This design comes from an exercise in tuning for small area on the open sky130 flow, not from production work. In this exercise RTL edits were held to simulation tests only and were not proved equivalent to the original. Power figures rest on the tool's default switching activity, not on a simulated workload.

### flow/flow/run.sh
#!/bin/bash
# Layout flow: the standard ORFS flow with three changes.
#  1. Synthesis maps the logic with an area-oriented ABC script (flow/abc_map.script);
#     everything else in synthesis, including the flip-flop mapping, is unchanged.
#  2. Ports are buffered with sky130_fd_sc_hd__buf_1 instead of the default pick.
#  3. Clock tree synthesis uses small clock buffers and no dummy loads.
# Each tool's full output stays in orfs/logs/; make's output goes to flow_make.log.
set -euo pipefail
W=$(pwd)
HERE=$(cd "$(dirname "$0")" && pwd)

rm -rf "$W/orfs_scripts"
cp -r "$FLOW_HOME/scripts" "$W/orfs_scripts"
cp "$HERE/abc_map.script" "$W/orfs_scripts/abc_speed.script"

export SCRIPTS_DIR="$W/orfs_scripts"
export BUFFER_PORTS_ARGS="-buffer_cell sky130_fd_sc_hd__buf_1"
export CTS_ARGS="-sink_clustering_enable -sink_clustering_size 16 -sink_clustering_max_diameter 80 -repair_clock_nets -dont_use_dummy_load -buf_list {sky130_fd_sc_hd__clkbuf_4 sky130_fd_sc_hd__clkbuf_8}"

bash standard.sh finish > "$W/flow_make.log" 2>&1
### flow/flow/abc_map.script
strash
&get -n
&fraig -x
&put
scorr
dc2
strash
&get -n
&dch -f
&nf -a
&put
strash
&get -n
&dch -f
&nf -a
&put
### flow/standard.sh
#!/bin/bash
# synth_recipe.tcl (not shown) runs the flow's synth.tcl, then flattens the netlist and writes it again
# the make line also repeats each setting of config.mk as NAME=value (left out here)
make -C /OpenROAD-flow-scripts/flow DESIGN_CONFIG=/design/flow/config.mk WORK_HOME=/design/flow/orfs CLKGATE_MAP_FILE= SYNTH_SCRIPT=/design/flow/synth_recipe.tcl "${@:-finish}"
### flow/config.mk
export PLATFORM = sky130hd
export DESIGN_NAME = vga_scene_renderer
export DESIGN_NICKNAME = vga_scene_renderer
export VERILOG_FILES = /design/flow/design.v
export SDC_FILE = /design/flow/constraint.sdc
export NUM_CORES = 4
export LEC_CHECK = 0
export CAP_MARGIN = 20
export CORE_MARGIN = 2
export CORE_UTILIZATION = 60
export PLACE_DENSITY = 0.75
export SLEW_MARGIN = 20
### flow/constraint.sdc
create_clock -name core_clock -period 8.0 [get_ports {clk}]
set_input_delay 1.6000 -clock core_clock [delete_from_list [all_inputs] [get_ports {clk}]]
set_output_delay 1.6000 -clock core_clock [all_outputs]
set_load 0.01 [all_outputs]
### flow/design.v
package vga_scene_pkg;
    localparam logic [2:0] GS_RUNNING   = 3'd0;
    localparam logic [2:0] GS_GAME_OVER = 3'd1;
    localparam logic [2:0] GS_WIN       = 3'd2;
    localparam logic [23:0] LIGHT_GRAY      = 24'hC0C0C0;
    localparam logic [23:0] DARK_GRAY       = 24'h404040;
    localparam logic [23:0] LAVA_RED        = 24'hFF0000;
    localparam logic [23:0] GOLD            = 24'hFFD700;
    localparam logic [23:0] GRASS_GREEN     = 24'h3CB043;
    localparam logic [23:0] LAVA_WALL_COLOR = 24'hFF4500;
    localparam int LAVA_WIDTH  = 40;
    localparam int SCREEN_H    = 480;
    localparam int SPRITE_SIZE = 16;
    localparam int MAX_COORD_W = 16;
    typedef struct packed {
        logic                   valid;
        logic [MAX_COORD_W-1:0] x0;
        logic [MAX_COORD_W-1:0] x1;
        logic [MAX_COORD_W-1:0] y0;
        logic [MAX_COORD_W-1:0] y1;
        logic [23:0]            color;
    } rect_t;
    typedef enum logic [1:0] {
        FADE_IDLE   = 2'd0,
        FADE_FADING = 2'd1,
        FADE_HELD   = 2'd2
    } fade_state_e;
endpackage
import vga_scene_pkg::*;
module vga_tint_fade #(
    parameter int FADE_SHIFT = 3
) (
    input  logic        clk,
    input  logic        rst,
    input  logic        frame_start,
    input  logic [2:0]  game_state,
    input  logic [23:0] base_color,
    output logic [23:0] tint_color
);
    logic       fading_q, fading_d;
    logic [3:0] level_q, level_d;
    logic       win_q, win_d;       
    logic       gs_win, gs_end;
    assign gs_win = (game_state == GS_WIN);
    assign gs_end = (game_state == GS_GAME_OVER) || gs_win;
    always_ff @(posedge clk) begin
        if (rst) begin
            fading_q <= 1'b0;
            level_q  <= '0;
            win_q    <= 1'b0;
        end else begin
            fading_q <= fading_d;
            level_q  <= level_d;
            win_q    <= win_d;
        end
    end
    always_comb begin
        fading_d = fading_q;
        level_d  = level_q;
        win_d    = win_q;
        if (!gs_end) begin
            fading_d = 1'b0;
            level_d  = '0;
        end else if (fading_q && (gs_win != win_q)) begin
            level_d  = '0;
            win_d    = gs_win;
        end else if (frame_start) begin
            if (!fading_q) begin
                fading_d = 1'b1;
                level_d  = '0;
                win_d    = gs_win;
            end else if (!level_q[3]) begin
                level_d  = level_q + 4'd1;
            end
        end
    end
    function automatic logic [8:0] add8(input logic [7:0] a, input logic [7:0] b, input logic cin);
        logic c;
        c = cin;
        for (int i = 0; i < 8; i++) begin
            add8[i] = a[i] ^ b[i] ^ c;
            c = (a[i] & b[i]) | ((a[i] | b[i]) & c);
        end
        add8[8] = c;
    endfunction
    function automatic logic [7:0] halve_blend(input logic [7:0] b, input logic [3:0] k);
        logic [10:0] a, p0, p1, p2, s1, s2, s3;
        logic       c;
        a  = {2'b0, b[7:1], b[0] & k[2], b[0] & k[1], b[0] & k[0]};
        p0 = {4'b0, b[7:1] & {7{k[0]}}};
        p1 = {3'b0, b[7:1] & {7{k[1]}}, 1'b0};
        p2 = {2'b0, b[7:1] & {7{k[2]}}, 2'b0};
        c = 1'b0;
        for (int i = 0; i < 11; i++) begin
            s1[i] = p0[i] ^ p1[i] ^ c;
            c = (p0[i] & p1[i]) | ((p0[i] | p1[i]) & c);
        end
        c = 1'b0;
        for (int i = 0; i < 11; i++) begin
            s2[i] = s1[i] ^ p2[i] ^ c;
            c = (s1[i] & p2[i]) | ((s1[i] | p2[i]) & c);
        end
        c = 1'b0;
        for (int i = 0; i < 11; i++) begin
            s3[i] = s2[i] ^ a[i] ^ c;
            c = (s2[i] & a[i]) | ((s2[i] | a[i]) & c);
        end
        halve_blend = k[3] ? b : s3[10:3];
    endfunction
    logic [7:0] r_b, g_b, b_b;
    logic [7:0] r_o, g_o, b_o;
    logic [3:0] k_lvl;
    logic [1:0] r_k;
    logic [7:0] r_add, g_add;
    logic [8:0] r_s, g_s;
    assign r_b = base_color[23:16];
    assign g_b = base_color[15:8];
    assign b_b = base_color[7:0];
    assign k_lvl = 4'd8 - level_q;
    assign r_k   = win_q ? {~r_b[5], ~r_b[4]} : {~r_b[6], ~r_b[5]};
    always_comb begin
        logic [5:0] kl;
        kl    = (r_k[0] ? {2'b0, level_q} : 6'd0) + (r_k[1] ? {1'b0, level_q, 1'b0} : 6'd0);
        r_add = win_q ? {1'b0, kl, 1'b0} : {kl, 2'b0};
    end
    assign r_s   = add8({1'b0, r_b[6:0]}, {1'b0, r_add[6:0]}, 1'b0);
    assign r_o   = {r_b[7], r_s[6:0]};
    assign g_add = g_b[5] ? 8'd0 : {2'b0, level_q, 2'b0};
    assign g_s   = add8({2'b0, g_b[5:0]}, {2'b0, g_add[5:0]}, 1'b0);
    assign g_o   = win_q ? {g_b[7:6], g_s[5:0]} : halve_blend(g_b, k_lvl);
    assign b_o   = halve_blend(b_b, win_q ? 4'd8 : k_lvl);
    assign tint_color = {r_o, g_o, b_o};
endmodule
import vga_scene_pkg::*;
module vga_scene_renderer #(
    parameter int          NUM_RECTS    = 16,
    parameter int          COORD_W      = 10,
    parameter int          CEIL_Y       = 75,
    parameter int          FADE_SHIFT   = 3,
    parameter logic [23:0] BG_COLOR     = vga_scene_pkg::LIGHT_GRAY,
    parameter logic [23:0] PLAYER_COLOR = 24'h0000FF
) (
    input  logic                         clk,
    input  logic                         rst,
    input  logic [COORD_W-1:0]           x,
    input  logic [COORD_W-1:0]           y,
    input  logic                         active_pixels,
    input  logic                         frame_start,
    input  logic [COORD_W-1:0]           player_x,
    input  logic [COORD_W-1:0]           player_y,
    input  logic [COORD_W-1:0]           lava_x,
    input  logic [COORD_W-1:0]           lava_height,
    input  logic [2:0]                   game_state,
    input  logic                         wr_en,
    input  logic [$clog2(NUM_RECTS)-1:0] wr_idx,
    input  logic [COORD_W-1:0]           wr_x0,
    input  logic [COORD_W-1:0]           wr_x1,
    input  logic [COORD_W-1:0]           wr_y0,
    input  logic [COORD_W-1:0]           wr_y1,
    input  logic [23:0]                  wr_color,
    input  logic                         wr_valid,
    input  logic                         clear_all,
    output logic [7:0]                   VGA_R,
    output logic [7:0]                   VGA_G,
    output logic [7:0]                   VGA_B,
    output logic                         out_active
);
    function automatic logic ge_n(input logic [COORD_W-1:0] a, input logic [COORD_W-1:0] nb);
        logic c;
        c = 1'b1;
        for (int i = 0; i < COORD_W; i++) begin
            c = (a[i] & nb[i]) | ((a[i] | nb[i]) & c);
        end
        ge_n = c;
    endfunction
    function automatic logic gt_n(input logic [COORD_W-1:0] a, input logic [COORD_W-1:0] nb);
        logic c;
        c = 1'b0;
        for (int i = 0; i < COORD_W; i++) begin
            c = (a[i] & nb[i]) | ((a[i] | nb[i]) & c);
        end
        gt_n = c;
    endfunction
    function automatic logic [COORD_W:0] add_r(input logic [COORD_W-1:0] a,
                                               input logic [COORD_W-1:0] b,
                                               input logic cin);
        logic c;
        c = cin;
        for (int i = 0; i < COORD_W; i++) begin
            add_r[i] = a[i] ^ b[i] ^ c;
            c = (a[i] & b[i]) | ((a[i] | b[i]) & c);
        end
        add_r[COORD_W] = c;
    endfunction
    logic [NUM_RECTS-1:0] rq_valid;
    logic [COORD_W-1:0]   rq_x0    [NUM_RECTS];
    logic [COORD_W-1:0]   rq_x1    [NUM_RECTS];
    logic [COORD_W-1:0]   rq_y0    [NUM_RECTS];
    logic [COORD_W-1:0]   rq_y1    [NUM_RECTS];
    logic [23:0]          rq_color [NUM_RECTS];
    logic [NUM_RECTS-1:0] wsel;
    always_comb begin
        for (int i = 0; i < NUM_RECTS; i++) begin
            wsel[i] = wr_en && !clear_all && (wr_idx == i);
        end
    end
    always_ff @(posedge clk) begin
        for (int i = 0; i < NUM_RECTS; i++) begin
            if (rst || clear_all) begin
                rq_valid[i] <= 1'b0;
            end else if (wsel[i]) begin
                rq_valid[i] <= wr_valid;
            end
        end
    end
    always_ff @(posedge clk) begin
        for (int i = 0; i < NUM_RECTS; i++) begin
            if (wsel[i]) begin
                rq_x0[i]    <= ~wr_x0;
                rq_x1[i]    <= ~wr_x1;
                rq_y0[i]    <= ~wr_y0;
                rq_y1[i]    <= ~wr_y1;
                rq_color[i] <= wr_color;
            end
        end
    end
    logic [NUM_RECTS-1:0] hit, above, sel_d, sel_q;
    logic                 spr_box, spr_pix, lava, ceil;
    logic                 s_spr_d, s_lava_d, s_none_d, s_bg_d;
    logic                 s_spr_q, s_lava_q, s_none_q, s_bg_q;
    logic                 act1_q;
    logic [COORD_W:0]     dxs, dys, dxl, lava_y_sum;
    always_comb begin
        for (int i = 0; i < NUM_RECTS; i++) begin
            hit[i] = rq_valid[i] &&
                     ge_n(x, rq_x0[i]) && !gt_n(x, rq_x1[i]) &&
                     ge_n(y, rq_y0[i]) && !gt_n(y, rq_y1[i]);
        end
    end
    always_comb begin
        above[NUM_RECTS-1] = 1'b0;
        for (int i = NUM_RECTS - 2; i >= 0; i--) begin
            above[i] = above[i+1] | hit[i+1];
        end
    end
    assign dxs        = add_r(x, ~player_x, 1'b1);
    assign dys        = add_r(y, ~player_y, 1'b1);
    assign dxl        = add_r(x, ~lava_x, 1'b1);
    assign lava_y_sum = add_r(y, lava_height, 1'b0);
    assign spr_box = dxs[COORD_W] && (dxs[COORD_W-1:4] == '0) &&
                     dys[COORD_W] && (dys[COORD_W-1:4] == '0);
    assign lava    = dxl[COORD_W] && (dxl[COORD_W-1:6] == '0) &&
                     !(dxl[5] && (dxl[4] || dxl[3])) &&
                     (lava_y_sum[COORD_W] || lava_y_sum[9] ||
                      (lava_y_sum[8] && lava_y_sum[7] && lava_y_sum[6] && lava_y_sum[5]));
    assign ceil    = (y < COORD_W'(CEIL_Y));
    function automatic logic sprite_pixel(input logic [3:0] px, input logic [3:0] py);
        logic head;
        logic body;
        logic limbs;
        head  = (px >= 4'd5) && (px <= 4'd10) && (py <= 4'd5);
        body  = ((px == 4'd7) || (px == 4'd8)) && (py >= 4'd6) && (py <= 4'd12);
        limbs = (py >= 4'd8) &&
                (({1'b0, px} == (5'd16 - {1'b0, py})) || (px == (py - 4'd1)));
        sprite_pixel = head || body || limbs;
    endfunction
    assign spr_pix  = spr_box && sprite_pixel(dxs[3:0], dys[3:0]);
    assign s_spr_d  = spr_pix;
    assign s_lava_d = lava && !spr_pix;
    assign s_none_d = !spr_pix && !lava && !(|hit);
    assign s_bg_d   = s_none_d && !ceil;
    always_comb begin
        for (int i = 0; i < NUM_RECTS; i++) begin
            sel_d[i] = hit[i] && !above[i] && !spr_pix && !lava;
        end
    end
    always_ff @(posedge clk) begin
        if (rst) begin
            act1_q <= 1'b0;
        end else begin
            act1_q <= active_pixels;
        end
    end
    always_ff @(posedge clk) begin
        sel_q    <= sel_d;
        s_spr_q  <= s_spr_d;
        s_lava_q <= s_lava_d;
        s_none_q <= s_none_d;
        s_bg_q   <= s_bg_d;
    end
    logic [23:0] rect_c, color_d, color_q;
    logic        act2_q;
    always_comb begin
        rect_c = '0;
        for (int i = 0; i < NUM_RECTS; i++) begin
            rect_c = rect_c | (rq_color[i] & {24{sel_q[i]}});
        end
        color_d = rect_c
                | (PLAYER_COLOR    & {24{s_spr_q}})
                | (LAVA_WALL_COLOR & {24{s_lava_q}})
                | (DARK_GRAY       & {24{s_none_q}})
                | (BG_COLOR        & {24{s_bg_q}});
    end
    always_ff @(posedge clk) begin
        if (rst) begin
            act2_q <= 1'b0;
        end else begin
            act2_q <= act1_q;
        end
    end
    always_ff @(posedge clk) begin
        color_q <= color_d;
    end
    logic [23:0] tint_w;
    logic [23:0] rgb_q;
    logic        act3_q;
    vga_tint_fade #(
        .FADE_SHIFT (FADE_SHIFT)
    ) u_tint (
        .clk         (clk),
        .rst         (rst),
        .frame_start (frame_start),
        .game_state  (game_state),
        .base_color  (color_q),
        .tint_color  (tint_w)
    );
    always_ff @(posedge clk) begin
        if (rst) begin
            rgb_q  <= '0;
            act3_q <= 1'b0;
        end else begin
            rgb_q  <= act2_q ? tint_w : 24'h0;
            act3_q <= act2_q;
        end
    end
    assign VGA_R      = rgb_q[23:16];
    assign VGA_G      = rgb_q[15:8];
    assign VGA_B      = rgb_q[7:0];
    assign out_active = act3_q;
endmodule
==> results_dict.tcl, run 1 <==
set metrics [dict create \
    synth_common_cells "edfxtp_1 (1024), o22ai_1 (221), a21oi_1 (201)" \
    yosysMostFrequentCell "edfxtp_1" \
    synth.top_cell.area_share_pct 69.58 \
    synth-seq-area-share_pct 73.80 \
    slew_headroom_pct 22.20 \
    synthFlopType "edfxtp_1" \
    drv_slew 0 \
    gr-total-overflow 0 \
    final_antenna_net_count 0 \
    synth_area_sq_um 44190 \
    root_buffer "clkbuf_8" \
    chipWidth_um 275.4 \
    fin_util_pct 65.35 \
    synth_warnings 7 \
    synth_cells 2822 \
    critPathRequiredTime_ns 8.54 \
    drive_gt1_share_pct 5.712 \
    vias_per_cell 7.092 \
    post-dp-hpwl_mm 72.65 \
    synth_largest_area_cell "edfxtp_1" \
    stdcell_count 4084 \
    fin_crit_ns 7.052 \
    tritoncts "built" \
    fin_ws_ns 0.9476 \
    path_max_fanout 11 \
    route.detailed.drc 0 \
    cp.arrival_ns 7.59 \
    hp-class "flop to flop" \
    synth_cell_type_count 53 \
    worstSetupPathType "flop to flop" \
    area_growth_pct 7.897 \
    nNetsFinal 3347 \
    async_reset_ff_share_pct 0 \
    die_y_um 275.4 \
    skew_ns 0.05403 \
    core.rowCount 99 \
    cp_top_family "adder cells" \
    synth.area.top_cells "edfxtp_1 (70%), dfxtp_1 (4.2%), fa_1 (3.3%)" \
    critPathBufInv 6 \
    post-place-ws_ns 0.9619 \
    min-delay-start "color_q[16]$_DFF_P_" \
    synth_seq_cells 1117 \
    fin_tns_setup_ns 0 \
    io_buffers 162 \
    ir_worst_vdd_mv 0.1009 \
    maxCapViolations 0 \
    cts_setup_buffers 0 \
    status "timing/DRC/antenna clean" \
    r2r-end "rgb_q[6]$_SDFF_PP0_" \
    cts_buffers 80 \
    crit_chain "clkinv_1 -> ha_1 -> nor2b_1 -> buf_4 -> and2_0 -> ha_1 -> fa_1 -> clkinv_1 -> fa_1 -> fa_1 -> clkinv_1 -> fa_1 -> fa_1 -> fa_1 -> fa_1 -> clkinv_1 -> fa_1 -> fa_1 -> clkinv_1 -> fa_1 -> mux2i_1 -> nor2_1" \
    via_count 28960 \
    r2r_cells 22 \
    fin_crit_sh_pct 88.15 \
    p_leak_nw 14.48 \
    grt_pass1_vias 28510 \
    post_drt_wl_per_cell_um 29.61 \
    clock_path_buffers 3 \
    dr_wl_met2_mm 58.45 \
    hold_buffers 0 \
    met1_length_mm 44.47 \
    tightestPinTransition_ns 1.167 \
    totalWireLength_mm 120.9 \
    track_usage_pct 31.90 \
    crit_path_end_kind "flop" \
    p_per_area_nw_per_um2 201.9 \
    insertion_delay_ns 0.71 \
    worst_path_max_delay_cell "ha_1" \
    dp.cells 3994 \
    startpoint_type "flop" \
    setup_violations 0 \
    holdPathEnd "rgb_q[16]$_SDFF_PP0_" \
    dr.first_iter.drc_count 4396 \
    fin_area_sq_um 47680 \
    antenna_found_initial 12 \
    crit_top_cell "fa_1" \
    place.gp.congestion 0.9114 \
    syn_nets 3051 \
    ioPinCount 163 \
    placed_cell_area_sq_um 46530 \
    cts_resized 0 \
    worst-path-stages 22 \
    min_path_cells 1 \
    core_sq_um 72960 \
    htree_levels 3 \
    hold_violations 0 \
    grt_max_degree 68 \
    critPathMaxStageDelay_ns 0.58 \
    die_area_sq_um 75840 \
    synth_edf_count 1024 \
    cts_sinks 1117 \
    top_layer "met5" \
    path_clk_slew_ns 0.09 \
    reg2reg_slack_ns 0.95 \
    drt_pass1_iterations 9 \
    grt_pass1_wl_mm 176.7 \
    fmax_ghz 0.1418 \
    rsz0062_at_grt "no" \
    synth_area_per_cell_sq_um 15.66 \
    start_util_pct 60.57 \
    met3_length_mm 12.92 \
    timing.rr.start "u_tint.level_q[0]$_SDFFE_PP0P_" \
]
flip-flops by register name, summed over array words and instances, names as in the netlist, 4 cells and up:
signal          flops
rq_valid           16
rq_color          384
rq_x0             160
rq_y1             160
u_tint.level_q      4
rq_y0             160
sel_q              16
rq_x1             160
rgb_q              24
color_q            24
layout by cell type, fill, tap and decap left out, types with 97 or more instances in the layout:
cell / Yosys / final
nor2_1: 110 / 98
edfxtp_1: 1024 / 1024
o22ai_1: 221 / 221
o21ai_0: 148 / 148
clkinv_1: 134 / 134
buf_1: 0 / 143
nand2_1: 116 / 116
a22oi_1: 184 / 184
a222oi_1: 97 / 97
a21oi_1: 201 / 201
stage by stage:
step                      power (mW)  hold WS, ns
after detailed placement       7.190       0.4552
after global routing           9.891       0.5026
after CTS                      9.632       0.4618
after floorplan                6.857       0.4072
after global placement         7.163       0.4231
final                          9.629       0.4589
cell families (layout without fill, tap and decap cells):
family	Yosys count	in the layout	synth area share, %
DFF	1117	1117	73.80
AOI/OAI and AO/OA	1053	1053	16.33
and+or+nand+nor	402	402	4.386
buffers and inverters	134	428	1.138
adders and majority gates	92	92	3.839
xor gates and xnor gates	13	13	0.2577
muxes	11	11	0.2492
other	0	9	0
area by class of cell:
type,instances,area [sq um]
Tap cell,959,1200
Clock buffer,80,1101
Fill cell,5094,25280
Inverter,134,503.0
Timing Repair Buffer,214,1042
Antenna cell,9,22.52
Multi-Input combinational cell,1571,11190
Sequential cell,1117,32630
worst max path at each step:
stage	start	slack, ns	end
2_1_floorplan	wr_en	0.87	rq_valid[1]$_SDFFE_PP0P_
3_3_place_gp	y[0]	1.09	s_bg_q$_DFF_P_
3_5_place_dp	u_tint.level_q[0]$_SDFFE_PP0P_	0.96	rgb_q[6]$_SDFF_PP0_
4_1_cts	u_tint.level_q[0]$_SDFFE_PP0P_	0.93	rgb_q[6]$_SDFF_PP0_
5_1_grt	u_tint.level_q[0]$_SDFFE_PP0P_	0.40	rgb_q[6]$_SDFF_PP0_
6_report	u_tint.level_q[0]$_SDFFE_PP0P_	0.95	rgb_q[6]$_SDFF_PP0_
where the power goes:
group	internal (mW)	switching (mW)	total, mW
registers	6.43	0.0337	6.46
clock network	0.900	1.66	2.56
logic	0.174	0.427	0.601
per-layer routing:
layer	vias to the layer above	track usage, %
met2	1735	51.70
met1	14690	42.75
li1	12270	-
met4	8	13.13
met5	-	0
met3	263	6.411
worst register-to-register path: stages (launching register included):
cell	delay (ns)
dfxtp_1	0.54
clkinv_1	0.35
ha_1	0.58
nor2b_1	0.18
buf_4	0.17
and2_0	0.15
ha_1	0.18
fa_1	0.18
clkinv_1	0.08
fa_1	0.46
fa_1	0.56
clkinv_1	0.07
fa_1	0.40
fa_1	0.46
fa_1	0.46
fa_1	0.56
clkinv_1	0.08
fa_1	0.39
fa_1	0.41
clkinv_1	0.07
fa_1	0.40
mux2i_1	0.16
nor2_1	0.05
==> run 2: changes to the inputs <==
--- a/flow/config.mk
+++ b/flow/config.mk
@@ -7,6 +7,7 @@
 export LEC_CHECK = 0
 export CAP_MARGIN = 20
 export CORE_MARGIN = 2
-export CORE_UTILIZATION = 60
-export PLACE_DENSITY = 0.75
+export CORE_UTILIZATION = 50
+export GPL_TIMING_DRIVEN = 0
+export PLACE_DENSITY = 0.65
 export SLEW_MARGIN = 20
==> run 2 against run 1 <==
Hold slack improved by 0.0098 ns; setup slack lost 0.44 ns; die area increased by 20%; still clean on timing, DRC and antenna; area after synthesis stayed put; synthesized cell count unchanged; count of clock-buffer cells in the layout unchanged; sequential power barely moved; design area increased by 4.2%; critical path type unchanged; first-iteration DRC count down 3.6%; clock skew grew 0.0011 ns; critical path depth is 1 lower; flip-flop and latch count unchanged.
==> results_dict.tcl, run 2 <==
set metrics [dict create \
    yosysMostFrequentCell "edfxtp_1" \
    synth_seq_cells 1117 \
    nNetsFinal 3409 \
    maxCapViolations 0 \
    critPathMaxStageDelay_ns 0.63 \
    synth.area.top_cells "edfxtp_1 (70%), dfxtp_1 (4.2%), fa_1 (3.3%)" \
    crit_path_end_kind "flop" \
    htree_levels 3 \
    via_count 28810 \
    core_sq_um 87970 \
    insertion_delay_ns 0.73 \
    totalWireLength_mm 121.3 \
    clock_path_buffers 3 \
    cp_top_family "adder cells" \
    io_buffers 162 \
    worstSetupPathType "flop to flop" \
    synth_area_sq_um 44190 \
    synth_common_cells "edfxtp_1 (1024), o22ai_1 (221), a21oi_1 (201)" \
    drv_slew 0 \
    setup_violations 0 \
    grt_pass1_wl_mm 178.0 \
    synth.top_cell.area_share_pct 69.58 \
    tritoncts "built" \
    dp.cells 4263 \
    cts_sinks 1117 \
    route.detailed.drc 0 \
    synth_largest_area_cell "edfxtp_1" \
    chipWidth_um 301.3 \
    drt_pass1_iterations 9 \
    tightestPinTransition_ns 1.153 \
    rsz0062_at_grt "no" \
    track_usage_pct 26.52 \
    p_leak_nw 15.21 \
    die_area_sq_um 90780 \
    layout_common_cells "edfxtp_1 (1024), o22ai_1 (221), a21oi_1 (201)" \
    timing.rr.start "u_tint.level_q[0]$_SDFFE_PP0P_" \
    finalPower_mw 9.683 \
    slew_headroom_pct 21.13 \
    synth-seq-area-share_pct 73.80 \
    hp-class "flop to flop" \
    fmax_ghz 0.1335 \
    skew_ns 0.05511 \
    post-dp-hpwl_mm 79.45 \
    worst_path_max_delay_cell "ha_1" \
    antenna_found_initial 7 \
    cts_setup_buffers 0 \
    largest_reg_flops 384 \
    r2r-end "rgb_q[6]$_SDFF_PP0_" \
    synthFlopType "edfxtp_1" \
    core.rowCount 109 \
    synth_area_per_cell_sq_um 15.66 \
    hold_violations 0 \
    hold_buffers 0 \
    async_reset_ff_share_pct 0 \
    fin_util_pct 56.49 \
    crit_top_cell "fa_1" \
    final_common_cell "edfxtp_1" \
    cp.arrival_ns 8.06 \
    gr-total-overflow 0 \
    die_y_um 301.3 \
    synth_cells 2822 \
    final_antenna_net_count 0 \
    r2r_cells 21 \
    holdWs_ns 0.4687 \
    area_growth_pct 12.44 \
    holdPathEnd "act2_q$_SDFF_PP0_" \
    drive_gt1_share_pct 7.804 \
    vias_per_cell 6.629 \
    grt_pass1_vias 28230 \
    fin_crit_ns 7.488 \
    min-delay-start "act1_q$_SDFF_PP0_" \
    stdcell_count 4346 \
    startpoint_type "flop" \
    synth_cell_type_count 53 \
    cts_resized 0 \
    start_util_pct 50.24 \
    critPathBufInv 5 \
    synth_edf_count 1024 \
    p_per_area_nw_per_um2 194.9 \
    place.gp.congestion 0.8883 \
    crit_chain "clkinv_1 -> ha_1 -> nor2b_1 -> and2_0 -> ha_1 -> fa_1 -> clkinv_1 -> fa_1 -> fa_1 -> fa_1 -> fa_1 -> clkinv_1 -> fa_1 -> fa_1 -> clkinv_1 -> fa_1 -> fa_1 -> clkinv_1 -> fa_1 -> mux2i_1 -> nor2_1" \
    dr.first_iter.drc_count 4239 \
    fin_crit_sh_pct 93.60 \
    reg2reg_slack_ns 0.51 \
    post_drt_wl_per_cell_um 27.92 \
    min_path_cells 1 \
    synth_warnings 7 \
    status "timing/DRC/antenna clean" \
    critPathRequiredTime_ns 8.57 \
    regMostFlops "rq_color" \
    grt_max_degree 44 \
    ir_worst_vdd_mv 0.1349 \
    cts_buffers 80 \
    syn_nets 3051 \
    fin_tns_setup_ns 0 \
    path_clk_slew_ns 0.09 \
    root_buffer "clkbuf_8" \
    path_max_fanout 11 \
    ioPinCount 163 \
]
## run 2: cells by family (layout without fill, tap and decap cells)
kind of cell             count (synthesis)  in the layout  synth area share [%]
adder cells (fa/ha/maj)                 92             92                 3.839
multiplexers                            11             11                0.2492
AO/OA/AOI/OAI                         1053           1053                 16.33
AND/OR/NAND/NOR                        402            402                 4.386
XOR/XNOR                                13             13                0.2577
buffers and inverters                  134            490                 1.138
flip-flops                            1117           1117                 73.80
other                                    0              3                     0
## run 2: cell type report
type                            instances  area, sq um
Antenna cell                            3        7.507
Clock buffer                           80         1101
Fill cell                            6843        38280
Inverter                              134        503.0
Multi-Input combinational cell       1571        11200
Sequential cell                      1117        32630
Tap cell                             1165         1458
Timing Repair Buffer                  276         2790
## run 2: report_power, final
group / leakage (nW) / switching (mW) / total, mW / internal [mW]
Sequential: 9.98 / 0.0321 / 6.46 / 6.43
Combinational: 4.65 / 0.434 / 0.635 / 0.201
Clock: 0.575 / 1.69 / 2.59 / 0.900
Total: 15.2 / 2.15 / 9.68 / 7.53
## run 2: worst max path at each step
stage                              startpoint                  endpoint  slack, ns  cells past startpoint
3_5_place_dp                             y[1]            s_bg_q$_DFF_P_       0.46                     18
3_3_place_gp                        clear_all  rq_valid[1]$_SDFFE_PP0P_      -4.07                      6
4_1_cts        u_tint.level_q[0]$_SDFFE_PP0P_       rgb_q[6]$_SDFF_PP0_       0.49                     21
2_1_floorplan                           wr_en  rq_valid[1]$_SDFFE_PP0P_       0.87                      5
6_report       u_tint.level_q[0]$_SDFFE_PP0P_       rgb_q[6]$_SDFF_PP0_       0.51                     21
5_1_grt        u_tint.level_q[0]$_SDFFE_PP0P_       rgb_q[6]$_SDFF_PP0_      0.006                     21
## run 2: stage by stage
| step | setup WS (ns) | area (sq um) |
|---|---|---|
| floorplan | 0.8667 | 44190 |
| global placement | -4.069 | 46260 |
| detailed placement | 0.4555 | 48570 |
| CTS | 0.4872 | 49670 |
| global route | 0.005976 | 49680 |
| finish | 0.5117 | 49690 |
## run 2: metal layers
| metal | GRT usage, % | wire [um] |
|---|---|---|
| met1 | 36.21 | 47350 |
| met2 | 44.63 | 59740 |
| met3 | 4.315 | 11040 |
| met4 | 6.657 | 3135 |
| met5 | 0 | 52 |
==> run 3: changes to the inputs <==
--- a/flow/config.mk
+++ b/flow/config.mk
@@ -8,6 +8,5 @@
 export CAP_MARGIN = 20
 export CORE_MARGIN = 2
 export CORE_UTILIZATION = 50
-export GPL_TIMING_DRIVEN = 0
 export PLACE_DENSITY = 0.65
 export SLEW_MARGIN = 20
==> run 3 against run 2 <==
Still clean; sequential share of layout area is 2.5 points higher; fmax increased by 5.1%; clock power about the same; hold slack lost 0.012 ns.
==> results_dict.tcl, run 3 <==
set metrics [dict create \
    status "timing/DRC/antenna clean" \
    hold_violations 0 \
    final_common_cell "edfxtp_1" \
    synth_largest_area_cell "edfxtp_1" \
    hp-class "flop to flop" \
    layout_common_cells "edfxtp_1 (1024), o22ai_1 (221), a21oi_1 (201)" \
    path_clk_slew_ns 0.10 \
    hold_buffers 0 \
    r2r_cells 22 \
    regMostFlops "rq_color" \
    tightestPinTransition_ns 1.142 \
    r2r-end "rgb_q[6]$_SDFF_PP0_" \
    synth_edf_count 1024 \
    dr_wl_met2_mm 60.68 \
    slew_headroom_pct 23.68 \
    synth.top_cell.area_share_pct 69.58 \
    worstSetupPathType "flop to flop" \
    crit_path_end_kind "flop" \
    fmax_ghz 0.1404 \
    synth_seq_cells 1117 \
    met3_length_mm 11.70 \
    via_count 28330 \
    track_usage_pct 27.05 \
    fin_crit_ns 7.123 \
    drt_pass1_iterations 8 \
    setup_violations 0 \
    min-delay-start "act1_q$_SDFF_PP0_" \
    area_growth_pct 8.372 \
    fin_tns_setup_ns 0 \
    die_y_um 301.3 \
    die_area_sq_um 90780 \
    dr.first_iter.drc_count 3647 \
    core.rowCount 109 \
    htree_levels 3 \
    start_util_pct 50.24 \
    antenna_found_initial 12 \
    ioPinCount 163 \
    synth_cell_type_count 53 \
    cts_sinks 1117 \
    clock_path_buffers 3 \
    reg2reg_slack_ns 0.88 \
    min_path_cells 1 \
    totalWireLength_mm 124.1 \
    gr-total-overflow 0 \
    route.detailed.drc 0 \
    insertion_delay_ns 0.74 \
    fin_crit_sh_pct 89.04 \
    drive_gt1_share_pct 5.750 \
    synth_area_per_cell_sq_um 15.66 \
    post-dp-hpwl_mm 74.11 \
    synth.area.top_cells "edfxtp_1 (70%), dfxtp_1 (4.2%), fa_1 (3.3%)" \
    root_buffer "clkbuf_8" \
    synth_warnings 7 \
    synth_area_sq_um 44190 \
    path_max_fanout 11 \
    largest_reg_flops 384 \
    top_layer "met5" \
    holdWs_ns 0.4568 \
    synth_cells 2822 \
    syn_nets 3051 \
    synthFlopType "edfxtp_1" \
    skew_ns 0.04635 \
    drv_slew 0 \
    grt_pass1_wl_mm 179.7 \
    synth-seq-area-share_pct 73.80 \
    critPathRequiredTime_ns 8.57 \
    tritoncts "built" \
    io_buffers 162 \
    grt_pass1_vias 27680 \
    yosysMostFrequentCell "edfxtp_1" \
    startpoint_type "flop" \
    grt_max_degree 68 \
    cp.arrival_ns 7.69 \
    chipWidth_um 301.3 \
    timing.rr.start "u_tint.level_q[0]$_SDFFE_PP0P_" \
    met1_length_mm 48.31 \
    p_per_area_nw_per_um2 201.9 \
    maxCapViolations 0 \
    place.gp.congestion 0.9145 \
    dp.cells 4198 \
    async_reset_ff_share_pct 0 \
    post_drt_wl_per_cell_um 28.98 \
    cts_buffers 80 \
    cts_setup_buffers 0 \
    stdcell_count 4283 \
    vias_per_cell 6.615 \
    cts_resized 0 \
    cp-endpoint "rgb_q[6]$_SDFF_PP0_" \
    synth_common_cells "edfxtp_1 (1024), o22ai_1 (221), a21oi_1 (201)" \
    rsz0062_at_grt "no" \
    p_leak_nw 14.45 \
    fin_util_pct 54.44 \
    core_sq_um 87970 \
    crit_start "u_tint.level_q[0]$_SDFFE_PP0P_" \
    nNetsFinal 3344 \
    final_antenna_net_count 0 \
    ir_worst_vdd_mv 0.1362 \
]
==> run 3: cell counts after synthesis <==
Identical to the previous run, type by type.
==> run 3: worst min path at each step <==
stage | end | slack (ns)
floorplan | rgb_q[16]$_SDFF_PP0_ | 0.41
global placement | act2_q$_SDFF_PP0_ | 0.43
detailed placement | act2_q$_SDFF_PP0_ | 0.45
CTS | act2_q$_SDFF_PP0_ | 0.46
global route | act2_q$_SDFF_PP0_ | 0.47
finish | act2_q$_SDFF_PP0_ | 0.46
==> run 3: power by group <==
part	internal [mW]	switching (mW)
combinational	0.173	0.428
sequential	6.43	0.0332
clock	0.900	1.70
==> run 3: metal layers <==
metal / up-vias / global-route usage (%)
li1: 12250 / -
met1: 14460 / 37.37
met2: 1411 / 44.97
met3: 199 / 4.416
met4: 12 / 6.965
met5: - / 0
==> run 3: cells by family (layout without fill, tap and decap cells) <==
kind of cell / Yosys count / count (layout) / share of synthesized area, %
AO/OA/AOI/OAI: 1053 / 1053 / 16.33
multiplexers: 11 / 11 / 0.2492
buffers and inverters: 134 / 425 / 1.138
AND/OR/NAND/NOR: 402 / 402 / 4.386
adder cells (fa/ha/maj): 92 / 92 / 3.839
XOR/XNOR: 13 / 13 / 0.2577
other: 0 / 5 / 0
flip-flops: 1117 / 1117 / 73.80
==> run 3: cell type report <==
class                      count  area [sq um]
clock buffer                  80          1101
antenna                        5         12.51
timing repair buffer         211         999.7
inverter                     134         503.0
tap                         1165          1458
fill                        7095         40070
multi-input combinational   1571         11190
sequential                  1117         32630
==> run 3: through the flow <==
step	setup WS [ns]	area [sq um]	power (mW)
2_1_floorplan	0.8667	44190	6.857
3_3_place_gp	0.9597	46780	7.178
6_report	0.8771	47890	9.668
5_1_grt	0.5023	47880	9.962
3_5_place_dp	0.8851	46780	7.198
4_1_cts	0.8692	47880	9.711
==> run 3: critical path: stages, from the launching register on <==
cell	delay, ns
dfxtp_1	0.60
clkinv_1	0.36
ha_1	0.59
nor2b_1	0.18
buf_4	0.17
and2_0	0.14
ha_1	0.19
fa_1	0.18
clkinv_1	0.08
fa_1	0.46
fa_1	0.46
fa_1	0.47
fa_1	0.55
clkinv_1	0.07
fa_1	0.39
fa_1	0.55
clkinv_1	0.08
fa_1	0.40
fa_1	0.41
clkinv_1	0.07
fa_1	0.41
mux2i_1	0.14
nor2_1	0.05
==> run 4: changes to the inputs <==
--- a/flow/flow/run.sh
+++ b/flow/flow/run.sh
@@ -15,6 +15,6 @@
 
 export SCRIPTS_DIR="$W/orfs_scripts"
 export BUFFER_PORTS_ARGS="-buffer_cell sky130_fd_sc_hd__buf_1"
-export CTS_ARGS="-sink_clustering_enable -sink_clustering_size 16 -sink_clustering_max_diameter 80 -repair_clock_nets -dont_use_dummy_load -buf_list {sky130_fd_sc_hd__clkbuf_4 sky130_fd_sc_hd__clkbuf_8}"
+export CTS_ARGS="-sink_clustering_enable -sink_clustering_size 20 -sink_clustering_max_diameter 40 -repair_clock_nets -dont_use_dummy_load -buf_list {sky130_fd_sc_hd__clkbuf_4 sky130_fd_sc_hd__clkbuf_8}"
 
 bash standard.sh finish > "$W/flow_make.log" 2>&1
==> run 4 against run 3 <==
Utilization up 0.94 points; fmax up 0.70%; total power up 8.2%; count of clock-buffer cells in the layout up 60; critical path depth unchanged; die area unchanged; still clean on timing, DRC and antenna; cell count up 1.4%; first-iteration DRC count down 3.9%; setup slack better by 0.050 ns; largest cell class unchanged; via count up 1.4%.
==> results_dict.tcl, run 4 <==
set metrics [dict create \
    holdWs_ns 0.4472 \
    start_util_pct 50.24 \
    gr-total-overflow 0 \
    finalPower_mw 10.46 \
    ioPinCount 163 \
    synth_edf_count 1024 \
    cts_resized 0 \
    globalRouteMet2Util_pct 45.05 \
    dr.first_iter.drc_count 3504 \
    hold_buffers 0 \
    grtUsageMet1_pct 36.92 \
    root_buffer "clkbuf_8" \
    die_y_um 301.3 \
    placed_cell_area_sq_um 46780 \
    insertion_delay_ns 0.83 \
    syn_nets 3051 \
    largest_reg_flops 384 \
    cp.arrival_ns 7.76 \
    drv_slew 0 \
    grt_pass1_vias 28190 \
    area_growth_pct 10.24 \
    synthFlopType "edfxtp_1" \
    final_common_cell "edfxtp_1" \
    synth_warnings 7 \
    core_sq_um 87970 \
    post-dp-hpwl_mm 74.11 \
    grt_max_degree 68 \
    synth_area_per_cell_sq_um 15.66 \
    timing.rr.start "u_tint.level_q[0]$_SDFFE_PP0P_" \
    fin_crit_sh_pct 88.42 \
    via_count 28720 \
    grt_pass1_wl_mm 180.6 \
    r2r-end "rgb_q[6]$_SDFF_PP0_" \
    crit_path_end_kind "flop" \
    chipWidth_um 301.3 \
    ir_worst_vdd_mv 0.1460 \
    cts_buffers 140 \
    maxCapViolations 0 \
    path_max_fanout 11 \
    track_usage_pct 27.35 \
    regMostFlops "rq_color" \
    fin_tns_setup_ns 0 \
    p_leak_nw 14.89 \
    fill_cells 7021 \
    cts_setup_buffers 0 \
    post_drt_wl_per_cell_um 28.69 \
    final_antenna_net_count 0 \
    rsz0062_at_grt "no" \
    synth_cell_type_count 53 \
    stdcell_count 4343 \
    cp-endpoint "rgb_q[6]$_SDFF_PP0_" \
    hp-class "flop to flop" \
    io_buffers 162 \
    vias_per_cell 6.612 \
    path_clk_slew_ns 0.09 \
    clock_path_buffers 3 \
    tightestPinTransition_ns 1.124 \
    dp.cells 4198 \
    htree_levels 4 \
    core.rowCount 109 \
    p_per_area_nw_per_um2 214.8 \
    antenna_found_initial 11 \
    fin_crit_ns 7.073 \
    route.detailed.drc 0 \
    synth_area_sq_um 44190 \
    drive_gt1_share_pct 7.532 \
    worstSetupPathType "flop to flop" \
    top_usage_layer "met2" \
    slew_headroom_pct 24.89 \
    setup_violations 0 \
    die_area_sq_um 90780 \
    hold_violations 0 \
    fin_area_sq_um 48720 \
    tritoncts "built" \
    crit_start "u_tint.level_q[0]$_SDFFE_PP0P_" \
    layout_common_cells "edfxtp_1 (1024), o22ai_1 (221), a21oi_1 (201)" \
    grt_util_met3_pct 5.554 \
    status "timing/DRC/antenna clean" \
    skew_ns 0.06299 \
    async_reset_ff_share_pct 0 \
    critPathRequiredTime_ns 8.69 \
    startpoint_type "flop" \
    drt_pass1_iterations 6 \
    synth.area.top_cells "edfxtp_1 (70%), dfxtp_1 (4.2%), fa_1 (3.3%)" \
    yosysMostFrequentCell "edfxtp_1" \
    synth_seq_cells 1117 \
    cts_sinks 1117 \
    synth.top_cell.area_share_pct 69.58 \
    synth_largest_area_cell "edfxtp_1" \
    reg2reg_slack_ns 0.93 \
    synth_cells 2822 \
    fmax_ghz 0.1414 \
    nNetsFinal 3404 \
    place.gp.congestion 0.9145 \
    totalWireLength_mm 124.6 \
    synth_common_cells "edfxtp_1 (1024), o22ai_1 (221), a21oi_1 (201)" \
    r2r_cells 22 \
    synth-seq-area-share_pct 73.80 \
]
## run 4: cell type report
class / count / area (sq um) / share of cell area, %
sequential: 1117 / 32630 / 66.98
multi-input combinational: 1571 / 11190 / 22.96
clock buffer: 140 / 1927 / 3.955
tap: 1165 / 1458 / 2.992
timing repair buffer: 211 / 999.7 / 2.052
inverter: 134 / 503.0 / 1.032
antenna: 5 / 12.51 / 0.02568
## run 4: routing by layer
layer	wire length, um	vias up
met1	48730	14710
met4	3143	12
met5	80	-
met3	11820	205
li1	-	12370
met2	60840	1423
## run 4: cells by family after synthesis
group | synth area share [%]
DFF | 73.80
AOI/OAI and AO/OA | 16.33
xor gates and xnor gates | 0.2577
and+or+nand+nor | 4.386
muxes | 0.2492
buffers and inverters | 1.138
adders and majority gates | 3.839
## run 4: metrics by stage
step                worst slack [ns]  utilization [%]
floorplan                     0.8667                -
finish                        0.9267            55.38
global route                  0.5632            55.37
detailed placement            0.8851            53.18
CTS                           0.8989            55.37
global placement              0.9597            53.18
## run 4: worst min-delay path by stage
stage / startpoint / cells after the start / slack [ns] / endpoint
6_report: act1_q$_SDFF_PP0_ / 1 / 0.45 / act2_q$_SDFF_PP0_
5_1_grt: act1_q$_SDFF_PP0_ / 1 / 0.46 / act2_q$_SDFF_PP0_
4_1_cts: act1_q$_SDFF_PP0_ / 1 / 0.45 / act2_q$_SDFF_PP0_
3_5_place_dp: act1_q$_SDFF_PP0_ / 1 / 0.45 / act2_q$_SDFF_PP0_
3_3_place_gp: act1_q$_SDFF_PP0_ / 1 / 0.43 / act2_q$_SDFF_PP0_
2_1_floorplan: color_q[16]$_DFF_P_ / 1 / 0.41 / rgb_q[16]$_SDFF_PP0_
## run 4: where the power goes
group | internal, mW | total [mW] | switching (mW) | leakage [nW]
logic | 0.173 | 0.601 | 0.428 | 3.90
registers | 6.44 | 6.47 | 0.0334 | 9.98
clock network | 1.55 | 3.39 | 1.84 | 1.01
total | 8.16 | 10.5 | 2.30 | 14.9
## run 4: worst max-delay path, cell delays in order (launching register included)
cell      delay, ns
dfxtp_1        0.57
clkinv_1       0.34
ha_1           0.58
nor2b_1        0.19
buf_4          0.18
and2_0         0.14
ha_1           0.19
fa_1           0.18
clkinv_1       0.08
fa_1           0.46
fa_1           0.46
fa_1           0.56
clkinv_1       0.07
fa_1           0.40
fa_1           0.46
fa_1           0.55
clkinv_1       0.08
fa_1           0.40
fa_1           0.41
clkinv_1       0.07
fa_1           0.41
mux2i_1        0.14
nor2_1         0.05

==> afterwards: timing with drivers on the ports <==
The flow's constraints put no driver on any port. The routed layouts listed below were extracted and timed again, unchanged, in two steps. Step 1 sets driving cells, clkbuf_16 on the clock port and buf_2 on the other inputs (assumed; they add their load-dependent delay and slew). Step 2 times the ports against the registers' clock, not the clock port: input delays grow and output delays shrink by t, the midpoint of the rising clock arrivals with the driver on. Slacks: ideal / step 1 / step 2; pairs: ideal / step 1.
run	t (ns)	slack for setup (ns)	slew at the worst register clock pin (ns)	worst slew at a driven data input, ns	cell pins on the clock port's net
run 1	0.751	0.948 / 0.948 / 0.874	0.10 / 0.10	0.13	1
run 2	0.754	0.512 / 0.512 / 0.372	0.11 / 0.11	0.13	1
run 3	0.770	0.877 / 0.877 / 0.842	0.11 / 0.11	0.16	1
run 4	0.875	0.927 / 0.927 / 0.859	0.09 / 0.09	0.17	1
After both steps setup and hold are still met in every run listed. The setup slack of run 2, which loses most, moves by 0.000 ns with the drivers and by -0.140 ns with both steps.
